This is an optimization exercise on Yosys and OpenROAD, whose aim is small area and a short achievable clock period, not a production implementation. At most, simulation tests tie the RTL to the original design; equivalence was not proved. Power is estimated from default activity; no workload was simulated.

Design pu_net, start of the top module:
module pu_net
#(
    parameter int DATA_WIDTH = 32,
    parameter int PROG_DEPTH = 16
) (
    input  wire logic                          clk,
    input  wire logic                          rst,
    input  wire logic                          prog_we,
    input  wire logic [$clog2(PROG_DEPTH)-1:0] prog_addr,
    input  wire logic [instr_width-1:0]        prog_data,
    input  wire logic                          start,
    input  wire logic [DATA_WIDTH-1:0]         in_data,
    input  wire logic [attr_width-1:0]         in_attr,
    output logic                               in_take,
    output logic                               out_valid,
    output logic      [DATA_WIDTH-1:0]         out_data,
    output logic [attr_width-1:0]              out_attr,
    output logic                               busy,
    output logic                               done
);
Size: roughly 2000 cells after synthesis, roughly 460 flip-flops, about 0.025 mm2 of cells after synthesis.
clock: 10.0 ns
lec_check: 0
cap_margin: 20
core_margin: 2
core_utilization: 40
slew_margin: 20
standard.sh (not shown) runs the stock make flow with config.mk's settings and CLKGATE_MAP_FILE= SYNTH_SCRIPT=/design/flow/synth_recipe.tcl, a recipe that flattens the netlist after the stock synthesis.
==> flow/flow/run.sh <==
#!/bin/bash
# Standard layout run through standard.sh with extra ORFS settings; make output goes to standard_flow.log.
set -euo pipefail
bash standard.sh finish "SETUP_SLACK_MARGIN=6.8" "BUFFER_PORTS_ARGS=-buffer_cell sky130_fd_sc_hd__buf_2" "TNS_END_PERCENT=0" "CTS_CLUSTER_DIAMETER=100" "CTS_CLUSTER_SIZE=30" "PLACE_DENSITY=0.80" > standard_flow.log 2>&1
The baseline passed the timing, DRC and antenna checks.
Edit:
==> flow/flow/run.sh (replaced) <==
#!/bin/bash
# Standard layout run through standard.sh with extra ORFS settings; make output goes to standard_flow.log.
set -euo pipefail
bash standard.sh finish "SETUP_SLACK_MARGIN=6.8" "BUFFER_PORTS_ARGS=-buffer_cell sky130_fd_sc_hd__buf_2" "TNS_END_PERCENT=0" "CTS_CLUSTER_DIAMETER=100" "CTS_CLUSTER_SIZE=30" "PLACE_DENSITY=0.75" > standard_flow.log 2>&1
Result:
- global-route usage shrinks by 0.69 points
- maximum frequency fell by 1.3%
- via count shrinks by 1.7%
- power shrinks by about 2%
- design area came out lower by 0.65%
- synthesized area stays the same
- die area does not change
- sequential share of layout area went up by 0.21 points
- flip-flop and latch count does not change
- wire length went down by 2.8%
Edit:
==> flow/flow/run.sh (replaced) <==
#!/bin/bash
# Standard layout run through standard.sh with extra ORFS settings; make output goes to standard_flow.log.
set -euo pipefail
bash standard.sh finish "SETUP_SLACK_MARGIN=6.8" "BUFFER_PORTS_ARGS=-buffer_cell sky130_fd_sc_hd__buf_4" "TNS_END_PERCENT=0" "CTS_CLUSTER_DIAMETER=100" "CTS_CLUSTER_SIZE=24" "PLACE_DENSITY=0.75" > standard_flow.log 2>&1
Worst setup slack is better by 0.0094 ns. Utilization climbs by 0.47 points. Maximum frequency is about the same. Critical path depth climbs by 1. Sequential cell count stays the same. Total power climbs by a few percent.

pu_net, a different RTL version from the one above (not shown whole).
Size: about 2,000 cells after synthesis, about 490 flip-flops, about 94 I/O pins, roughly 27,000 um^2 of cells after synthesis.
## pu_net
module pu_net
#(
    parameter int DATA_WIDTH = 32,
    parameter int PROG_DEPTH = 16
) (
    input  wire logic                          clk,
    input  wire logic                          rst,
    input  wire logic                          prog_we,
    input  wire logic [$clog2(PROG_DEPTH)-1:0] prog_addr,
    input  wire logic [instr_width-1:0]        prog_data,
    input  wire logic                          start,
    input  wire logic [DATA_WIDTH-1:0]         in_data,
    input  wire logic [attr_width-1:0]         in_attr,
    output logic                               in_take,
    output logic                               out_valid,
    output logic      [DATA_WIDTH-1:0]         out_data,
    output logic [attr_width-1:0]              out_attr,
    output logic                               busy,
    output logic                               done
);
make LEC_CHECK=0 CAP_MARGIN=20 CORE_MARGIN=2 CORE_UTILIZATION=40 SLEW_MARGIN=20 finish   # period 10.0 ns
run.sh (not shown) runs the stock make flow with config.mk's settings and CLKGATE_MAP_FILE= SYNTH_SCRIPT=/design/flow/synth_recipe.tcl, a recipe that flattens the netlist after the stock synthesis.
Stock flow here: none of the scripts above is used.
The baseline completed with no timing, DRC or antenna violations.
Next try:
--- a/flow/config.mk
+++ b/flow/config.mk
@@ -7,2 +7,3 @@
 export LEC_CHECK = 0
+export ABC_CLOCK_PERIOD_IN_PS = 2500
 export CAP_MARGIN = 20
@@ -10,2 +11,3 @@
 export CORE_UTILIZATION = 40
+export SETUP_SLACK_MARGIN = 5
 export SLEW_MARGIN = 20
Outcome: The new run finished clean; design area does not change; power does not change; global-route usage is unchanged; area after synthesis stays the same; non-clock buffer count stays the same; wire length is unchanged; synthesized cell count is unchanged; utilization is unchanged; clock-buffer cell count is unchanged.
Next try:
==> flow/flow/run.sh (new file) <==
#!/bin/bash
# Standard layout, with repair_timing aiming for a larger setup slack margin.
set -euo pipefail
bash standard.sh finish SETUP_SLACK_MARGIN=6.5 > standard_flow.log 2>&1
==> flow/standard.sh (new file) <==
#!/bin/bash
# synth_recipe.tcl (not shown) runs the flow's synth.tcl, then flattens the netlist and writes it again
# the make line also repeats each setting of config.mk as NAME=value (left out here)
make -C /OpenROAD-flow-scripts/flow DESIGN_CONFIG=/design/flow/config.mk WORK_HOME=/design/flow/orfs CLKGATE_MAP_FILE= SYNTH_SCRIPT=/design/flow/synth_recipe.tcl "${@:-finish}"
--- a/flow/config.mk
+++ b/flow/config.mk
@@ -7,3 +7,2 @@
 export LEC_CHECK = 0
-export ABC_CLOCK_PERIOD_IN_PS = 2500
 export CAP_MARGIN = 20
@@ -11,3 +10,2 @@
 export CORE_UTILIZATION = 40
-export SETUP_SLACK_MARGIN = 5
 export SLEW_MARGIN = 20
removed: flow/run.sh
Result: Die area does not change. First-iteration DRC count decreases by 6.4%. Setup slack gains 870 ps. Power went up by 3.1%. Worst hold slack is better by 9.8 ps. Clock-buffer cell count goes down by 2. Routed wire length grows by 7.2%. Global-route usage is higher by 1.2 points.
Next try:
==> flow/flow/run.sh (replaced) <==
#!/bin/bash
# Standard layout, with repair_timing aiming for a larger setup slack margin.
set -euo pipefail
bash standard.sh finish SETUP_SLACK_MARGIN=7.3 > standard_flow.log 2>&1
The changed run passed the timing, DRC and antenna checks.
Area after synthesis is unchanged.
Count of clock-buffer cells in the layout is lower by 10.
Sequential cell count is unchanged.
Synthesized cell count is unchanged.
Wire length grows by a little under a tenth.
Cell count climbs by a few percent.
Total power went up by a few percent.
Worst setup slack improves by 180 ps.
Die area is unchanged.
Function was not checked in any run of this note: the RTL went through the layout flow alone.

pu_net with an RTL version that a note above also has.
Size in the first run: about 2000 cells after synthesis, about 460 flip-flops, about 94 I/O pins, roughly 25000 um2 of cells after synthesis.
export LEC_CHECK = 0
export CAP_MARGIN = 20
export CORE_MARGIN = 2
export CORE_UTILIZATION = 40
export SLEW_MARGIN = 20
create_clock -name core_clock -period 10.0 [get_ports {clk}]
standard.sh (not shown) runs the stock make flow with config.mk's settings and CLKGATE_MAP_FILE= SYNTH_SCRIPT=/design/flow/synth_recipe.tcl, a recipe that flattens the netlist after the stock synthesis.
==> flow/flow/run.sh <==
#!/bin/bash
# Standard layout run through standard.sh with extra ORFS settings; make output goes to standard_flow.log.
set -euo pipefail
bash standard.sh finish "SETUP_SLACK_MARGIN=6.8" "BUFFER_PORTS_ARGS=-buffer_cell sky130_fd_sc_hd__buf_2" "TNS_END_PERCENT=0" "CTS_CLUSTER_DIAMETER=100" "CTS_CLUSTER_SIZE=24" "PLACE_DENSITY=0.75" > standard_flow.log 2>&1
The baseline finished clean.
Edit:
==> flow/flow/run.sh (replaced) <==
#!/bin/bash
# Standard layout run through standard.sh with extra ORFS settings; make output goes to standard_flow.log.
set -euo pipefail
bash standard.sh finish "SETUP_SLACK_MARGIN=6.8" "BUFFER_PORTS_ARGS=-buffer_cell sky130_fd_sc_hd__buf_2" "TNS_END_PERCENT=0" "CTS_CLUSTER_DIAMETER=100" "CTS_CLUSTER_SIZE=30" "CAP_MARGIN=5" "SLEW_MARGIN=5" > standard_flow.log 2>&1
=> Clock-buffer cell count falls by 7. Die area stays the same. Routed wire length rises by a few percent. Utilization hardly moves.
Edit:
==> flow/flow/run.sh (replaced) <==
#!/bin/bash
# Standard layout; port buffers are buf_2 cells and repair_timing aims for a
# larger setup slack margin.
set -euo pipefail
bash standard.sh finish SETUP_SLACK_MARGIN=6.5 "BUFFER_PORTS_ARGS=-buffer_cell sky130_fd_sc_hd__buf_2" > standard_flow.log 2>&1
The changed run ran to the end with no violations.
Power came out higher by 20%.
Wire length came out lower by 3.1%.
Die area is unchanged.
First-iteration DRC count came out lower by 1.5%.
Via count came out lower by 1.6%.
Edit:
==> flow/flow/run.sh (replaced) <==
#!/bin/bash
# Standard layout run through standard.sh with extra ORFS settings; make output goes to standard_flow.log.
set -euo pipefail
bash standard.sh finish "SETUP_SLACK_MARGIN=6.5" "BUFFER_PORTS_ARGS=-buffer_cell sky130_fd_sc_hd__buf_2" "CTS_CLUSTER_DIAMETER=100" "CTS_CLUSTER_SIZE=30" > standard_flow.log 2>&1
Final area went down by 3.2%.
Non-clock buffer count goes down by 6.
Worst setup slack gets worse by 0.017 ns.
Synthesized cell count is unchanged.

JK:
pu_net, a different RTL version from the one above (not shown whole).
For scale: roughly 2100 cells after synthesis, about 500 flip-flops, ~94 I/O pins, ~0.027 mm² of cells after synthesis.
export LEC_CHECK = 0
export CAP_MARGIN = 20
export CORE_MARGIN = 2
export CORE_UTILIZATION = 40
export SLEW_MARGIN = 20
create_clock -name core_clock -period 10.0 [get_ports {clk}]
==> flow/flow/run.sh <==
#!/bin/bash
# Standard layout run through standard.sh with extra ORFS settings; make output goes to standard_flow.log.
set -euo pipefail
bash standard.sh finish "SETUP_SLACK_MARGIN=6.5" "BUFFER_PORTS_ARGS=-buffer_cell sky130_fd_sc_hd__buf_2" > standard_flow.log 2>&1
JK did not stop at any stage, and its layout met the timing, DRC and antenna checks.
What MS does differently from JK at the input level:
==> flow/flow/run.sh <==
#!/bin/bash
# Standard layout run through standard.sh with extra ORFS settings; make output goes to standard_flow.log.
set -euo pipefail
bash standard.sh finish "SETUP_SLACK_MARGIN=6.9" "BUFFER_PORTS_ARGS=-buffer_cell sky130_fd_sc_hd__buf_2" > standard_flow.log 2>&1
Notes after the runs:
- Post-route worst hold slack delta (JK -> MS): insignificant
- Of JK and MS, MS shows the lower critical path depth, with JK above it.
- Reported for JK and MS, share of flip-flops with an asynchronous set or reset turned out identical to the last digit.
- MS has more setup slack than JK.
- Maximum single-stage delay on the critical path in MS is 0.05 ns above JK.
- Compared MS vs JK, and tightest slew margin relative to the limit is up in MS.
- Maximum VDD drop, JK and MS: lower on JK
- JK -> MS: number of setup violations in the final report delta 0, exact match
- Cell area after layout (MS over JK): increase, about 5%
No run of this note included a check of the RTL's function; only the layout flow was run.

Another version of the RTL of pu_net (not shown whole).
Size in the first run: roughly 2000 cells after synthesis, ~460 flip-flops, about 94 I/O pins, roughly 26000 sq um of cells after synthesis.
## pu_net
module pu_net
#(
    parameter int DATA_WIDTH = 32,
    parameter int PROG_DEPTH = 16
) (
    input  wire logic                          clk,
    input  wire logic                          rst,
    input  wire logic                          prog_we,
    input  wire logic [$clog2(PROG_DEPTH)-1:0] prog_addr,
    input  wire logic [instr_width-1:0]        prog_data,
    input  wire logic                          start,
    input  wire logic [DATA_WIDTH-1:0]         in_data,
    input  wire logic [attr_width-1:0]         in_attr,
    output logic                               in_take,
    output logic                               out_valid,
    output logic      [DATA_WIDTH-1:0]         out_data,
    output logic [attr_width-1:0]              out_attr,
    output logic                               busy,
    output logic                               done
);
==> flow/config.mk <==
export PLATFORM = sky130hd
export DESIGN_NAME = pu_net
export DESIGN_NICKNAME = pu_net
export VERILOG_FILES = /design/flow/design.v
export SDC_FILE = /design/flow/constraint.sdc
export NUM_CORES = 4
export LEC_CHECK = 0
export CAP_MARGIN = 20
export CORE_MARGIN = 2
export CORE_UTILIZATION = 40
export SLEW_MARGIN = 20
==> flow/constraint.sdc <==
create_clock -name core_clock -period 10.0 [get_ports {clk}]
set_input_delay 2.0000 -clock core_clock [delete_from_list [all_inputs] [get_ports {clk}]]
set_output_delay 2.0000 -clock core_clock [all_outputs]
set_load 0.01 [all_outputs]
==> flow/flow/run.sh <==
#!/bin/bash
# Standard layout run through standard.sh with extra ORFS settings; make output goes to standard_flow.log.
set -euo pipefail
bash standard.sh finish "SETUP_SLACK_MARGIN=6.5" "BUFFER_PORTS_ARGS=-buffer_cell sky130_fd_sc_hd__buf_2" "CTS_BUF_LIST=sky130_fd_sc_hd__clkbuf_4 sky130_fd_sc_hd__clkbuf_8" "CTS_CLUSTER_SIZE=20" > standard_flow.log 2>&1
The starting point completed with no timing, DRC or antenna violations.
==> next run, changes <==
==> flow/flow/run.sh (replaced) <==
#!/bin/bash
# Standard layout run through standard.sh with extra ORFS settings; make output goes to standard_flow.log.
set -euo pipefail
bash standard.sh finish "SETUP_SLACK_MARGIN=6.5" "BUFFER_PORTS_ARGS=-buffer_cell sky130_fd_sc_hd__buf_2" > standard_flow.log 2>&1
What happened: Power falls by 1.3%. Global-route usage falls by 0.73 points. Clock skew rises by 0.0038 ns. Hold slack is better by 0.0076 ns. Maximum frequency falls by 1.7%. Sequential share of layout area rises by 0.62 points. Combinational power falls by about 1%. Die area does not change. Wire length falls by 2.9%.
Function was not checked in any run of this note: the RTL went through the layout flow alone.

Setup of fjord:
RTL: one of the versions met above, not the one the previous note started from.
For scale: ~2000 cells after synthesis, roughly 25000 µm² of cells after synthesis.
Settings: LEC_CHECK=0, CAP_MARGIN=20, CORE_MARGIN=2, CORE_UTILIZATION=40, SLEW_MARGIN=20; clock period 10.0 ns.
==> flow/flow/run.sh <==
#!/bin/bash
# Standard layout run through standard.sh with extra ORFS settings; make output goes to standard_flow.log.
set -euo pipefail
bash standard.sh finish "SETUP_SLACK_MARGIN=6.9" "BUFFER_PORTS_ARGS=-buffer_cell sky130_fd_sc_hd__buf_2" "TNS_END_PERCENT=0" "CTS_CLUSTER_DIAMETER=100" "CTS_CLUSTER_SIZE=24" "PLACE_DENSITY=0.75" > standard_flow.log 2>&1
What pepper does differently from fjord at the input level:
==> flow/flow/run.sh <==
#!/bin/bash
# Standard layout run through standard.sh with extra ORFS settings; make output goes to standard_flow.log.
set -euo pipefail
bash standard.sh finish "SETUP_SLACK_MARGIN=6.8" "BUFFER_PORTS_ARGS=-buffer_cell sky130_fd_sc_hd__buf_2" "TNS_END_PERCENT=0" "CTS_CLUSTER_DIAMETER=100" "CTS_CLUSTER_SIZE=24" "PLACE_DENSITY=0.75" "GPL_ROUTABILITY_DRIVEN=0" > standard_flow.log 2>&1
[summary]
The share of power burned in combinational logic in pepper was higher than what fjord gave.
Summary of pepper over fjord: first-pass iteration count of the detailed router higher, number of global-route vias before repair roughly the same.
Cmp fjord and pepper / fraction of the cycle the final worst path needs / lower: pepper
pepper vs fjord: final cell area excluding filler cells up

pu_net again, from the RTL that the note above started with.
export LEC_CHECK = 0
export CAP_MARGIN = 20
export CORE_MARGIN = 2
export CORE_UTILIZATION = 40
export SLEW_MARGIN = 20
create_clock -name core_clock -period 10.0 [get_ports {clk}]
==> flow/flow/run.sh <==
#!/bin/bash
# Standard layout run through standard.sh with extra ORFS settings; make output goes to standard_flow.log.
set -euo pipefail
bash standard.sh finish "SETUP_SLACK_MARGIN=6.7" "BUFFER_PORTS_ARGS=-buffer_cell sky130_fd_sc_hd__buf_2" "TNS_END_PERCENT=0" "CTS_CLUSTER_DIAMETER=100" "CTS_CLUSTER_SIZE=24" "PLACE_DENSITY=0.75" > standard_flow.log 2>&1
Rerun with:
==> flow/flow/run.sh (replaced) <==
#!/bin/bash
# Standard layout run through standard.sh with extra ORFS settings; make output goes to standard_flow.log.
set -euo pipefail
bash standard.sh finish "SETUP_SLACK_MARGIN=6.8" "BUFFER_PORTS_ARGS=-buffer_cell sky130_fd_sc_hd__buf_2" "TNS_END_PERCENT=0" "CTS_CLUSTER_DIAMETER=100" "CTS_CLUSTER_SIZE=30" > standard_flow.log 2>&1
The changed run passed the timing, DRC and antenna checks.
Synthesized cell count does not change.
Wire length increases by a little under a tenth.
Via count increases slightly.
Clock-buffer cell count decreases by 6.
Cell count decreases slightly.
Clock skew increases by 0.031 ns.
Worst hold slack improved by 0.0082 ns.
Cell area increases slightly.
Total power increases by a few percent.
Rerun with:
==> flow/flow/run.sh (replaced) <==
#!/bin/bash
# Standard layout run through standard.sh with extra ORFS settings; make output goes to standard_flow.log.
set -euo pipefail
bash standard.sh finish "SETUP_SLACK_MARGIN=6.5" "BUFFER_PORTS_ARGS=-buffer_cell sky130_fd_sc_hd__buf_2" "ABC_AREA=1" > standard_flow.log 2>&1
The new run passed the timing, DRC and antenna checks.
Critical path depth went up by 10.
Die area rises by a few percent.
Core utilization rose by 0.80 points.
Rerun with:
==> flow/flow/run.sh (replaced) <==
#!/bin/bash
# Standard layout run through standard.sh with extra ORFS settings; make output goes to standard_flow.log.
set -euo pipefail
bash standard.sh finish "SETUP_SLACK_MARGIN=7.1" "BUFFER_PORTS_ARGS=-buffer_cell sky130_fd_sc_hd__buf_2" "TNS_END_PERCENT=0" "CTS_CLUSTER_DIAMETER=100" "CTS_CLUSTER_SIZE=30" > standard_flow.log 2>&1
The new run passed the timing, DRC and antenna checks.
Setup slack is better by 0.19 ns.
Non-clock buffer count went up by 58.
Routed wire length went down by 16%.
Core utilization went up by 0.34 points.

separate check: timing with driven ports:
The results above use ideal ports. As a check the final layouts listed here were re-extracted and re-timed, cells and wires unchanged. Step 1 (the two cells are an assumption about what drives the block):
set clk [get_ports {clk}]
set_driving_cell -lib_cell sky130_fd_sc_hd__clkbuf_16 $clk
set_driving_cell -lib_cell sky130_fd_sc_hd__buf_2 [delete_from_list [all_inputs] $clk]
Step 2 adds t to the input delays and takes it off the output delays; t is the mean of the earliest and latest rising clock arrival at the registers after step 1. Input paths then give back, and output paths get back, about the clock's delay inside the block. Slacks: ideal ports / drivers / drivers and shift; pairs: ideal ports / drivers.
| run | shift t [ns] | setup WS [ns] | worst hold slack (ns) | slew at the worst register clock pin (ns) | worst slew at a driven data input, ns |
|---|---|---|---|---|---|
| the first run of note 1 | 0.621 | 6.681 / 6.622 / 6.233 | 0.438 / 0.438 / 0.438 | 0.12 / 0.12 | 0.11 |
| the second run of note 1 | 0.615 | 6.637 / 6.575 / 6.231 | 0.468 / 0.468 / 0.468 | 0.12 / 0.12 | 0.08 |
| the third run of note 1 | 0.635 | 6.646 / 6.585 / 6.250 | 0.451 / 0.451 / 0.451 | 0.10 / 0.10 | 0.05 |
| the first run of note 2 | 0.673 | 5.594 / 5.533 / 5.523 | 0.432 / 0.432 / 0.432 | 0.06 / 0.06 | 0.06 |
| the second run of note 2 | 0.673 | 5.594 / 5.533 / 5.523 | 0.432 / 0.432 / 0.432 | 0.06 / 0.06 | 0.06 |
| the third run of note 2 | 0.663 | 6.464 / 6.464 / 5.828 | 0.442 / 0.442 / 0.442 | 0.07 / 0.07 | 0.05 |
| the fourth run of note 2 | 0.670 | 6.648 / 6.648 / 6.212 | 0.441 / 0.441 / 0.441 | 0.07 / 0.07 | 0.10 |
| the first run of note 3 | 0.635 | 6.643 / 6.585 / 6.201 | 0.456 / 0.456 / 0.456 | 0.11 / 0.11 | 0.08 |
| the second run of note 3 | 0.645 | 6.629 / 6.579 / 6.193 | 0.442 / 0.442 / 0.442 | 0.12 / 0.12 | 0.06 |
| the third run of note 3 | 0.654 | 6.570 / 6.511 / 6.143 | 0.431 / 0.431 / 0.431 | 0.07 / 0.07 | 0.07 |
| the fourth run of note 3 | 0.653 | 6.553 / 6.491 / 6.137 | 0.439 / 0.439 / 0.439 | 0.12 / 0.12 | 0.08 |
| JK | 0.661 | 6.597 / 6.597 / 6.057 | 0.441 / 0.441 / 0.441 | 0.07 / 0.07 | 0.05 |
| MS | 0.668 | 6.651 / 6.644 / 6.311 | 0.439 / 0.439 / 0.439 | 0.07 / 0.07 | 0.04 |
| the first run of note 5 | 0.751 | 6.431 / 6.399 / 5.834 | 0.425 / 0.425 / 0.425 | 0.07 / 0.07 | 0.07 |
| the second run of note 5 | 0.676 | 6.371 / 6.371 / 6.019 | 0.433 / 0.433 / 0.433 | 0.07 / 0.07 | 0.07 |
| fjord | 0.635 | 6.643 / 6.585 / 6.201 | 0.456 / 0.456 / 0.456 | 0.11 / 0.11 | 0.08 |
| pepper | 0.645 | 6.674 / 6.613 / 6.096 | 0.428 / 0.428 / 0.428 | 0.10 / 0.10 | 0.05 |
| the first run of note 7 | 0.635 | 6.581 / 6.522 / 6.205 | 0.457 / 0.457 / 0.457 | 0.11 / 0.11 | 0.11 |
| the second run of note 7 | 0.638 | 6.642 / 6.582 / 6.085 | 0.465 / 0.465 / 0.465 | 0.12 / 0.12 | 0.05 |
| the third run of note 7 | 0.671 | 6.518 / 6.518 / 6.095 | 0.428 / 0.428 / 0.428 | 0.07 / 0.07 | 0.07 |
| the fourth run of note 7 | 0.639 | 6.708 / 6.672 / 6.083 | 0.459 / 0.459 / 0.459 | 0.12 / 0.12 | 0.05 |
After both steps setup and hold are still met in every run listed. For the third run of note 2, which loses most, drivers alone change the setup slack by 0.000 ns; drivers and shift together by -0.636 ns.
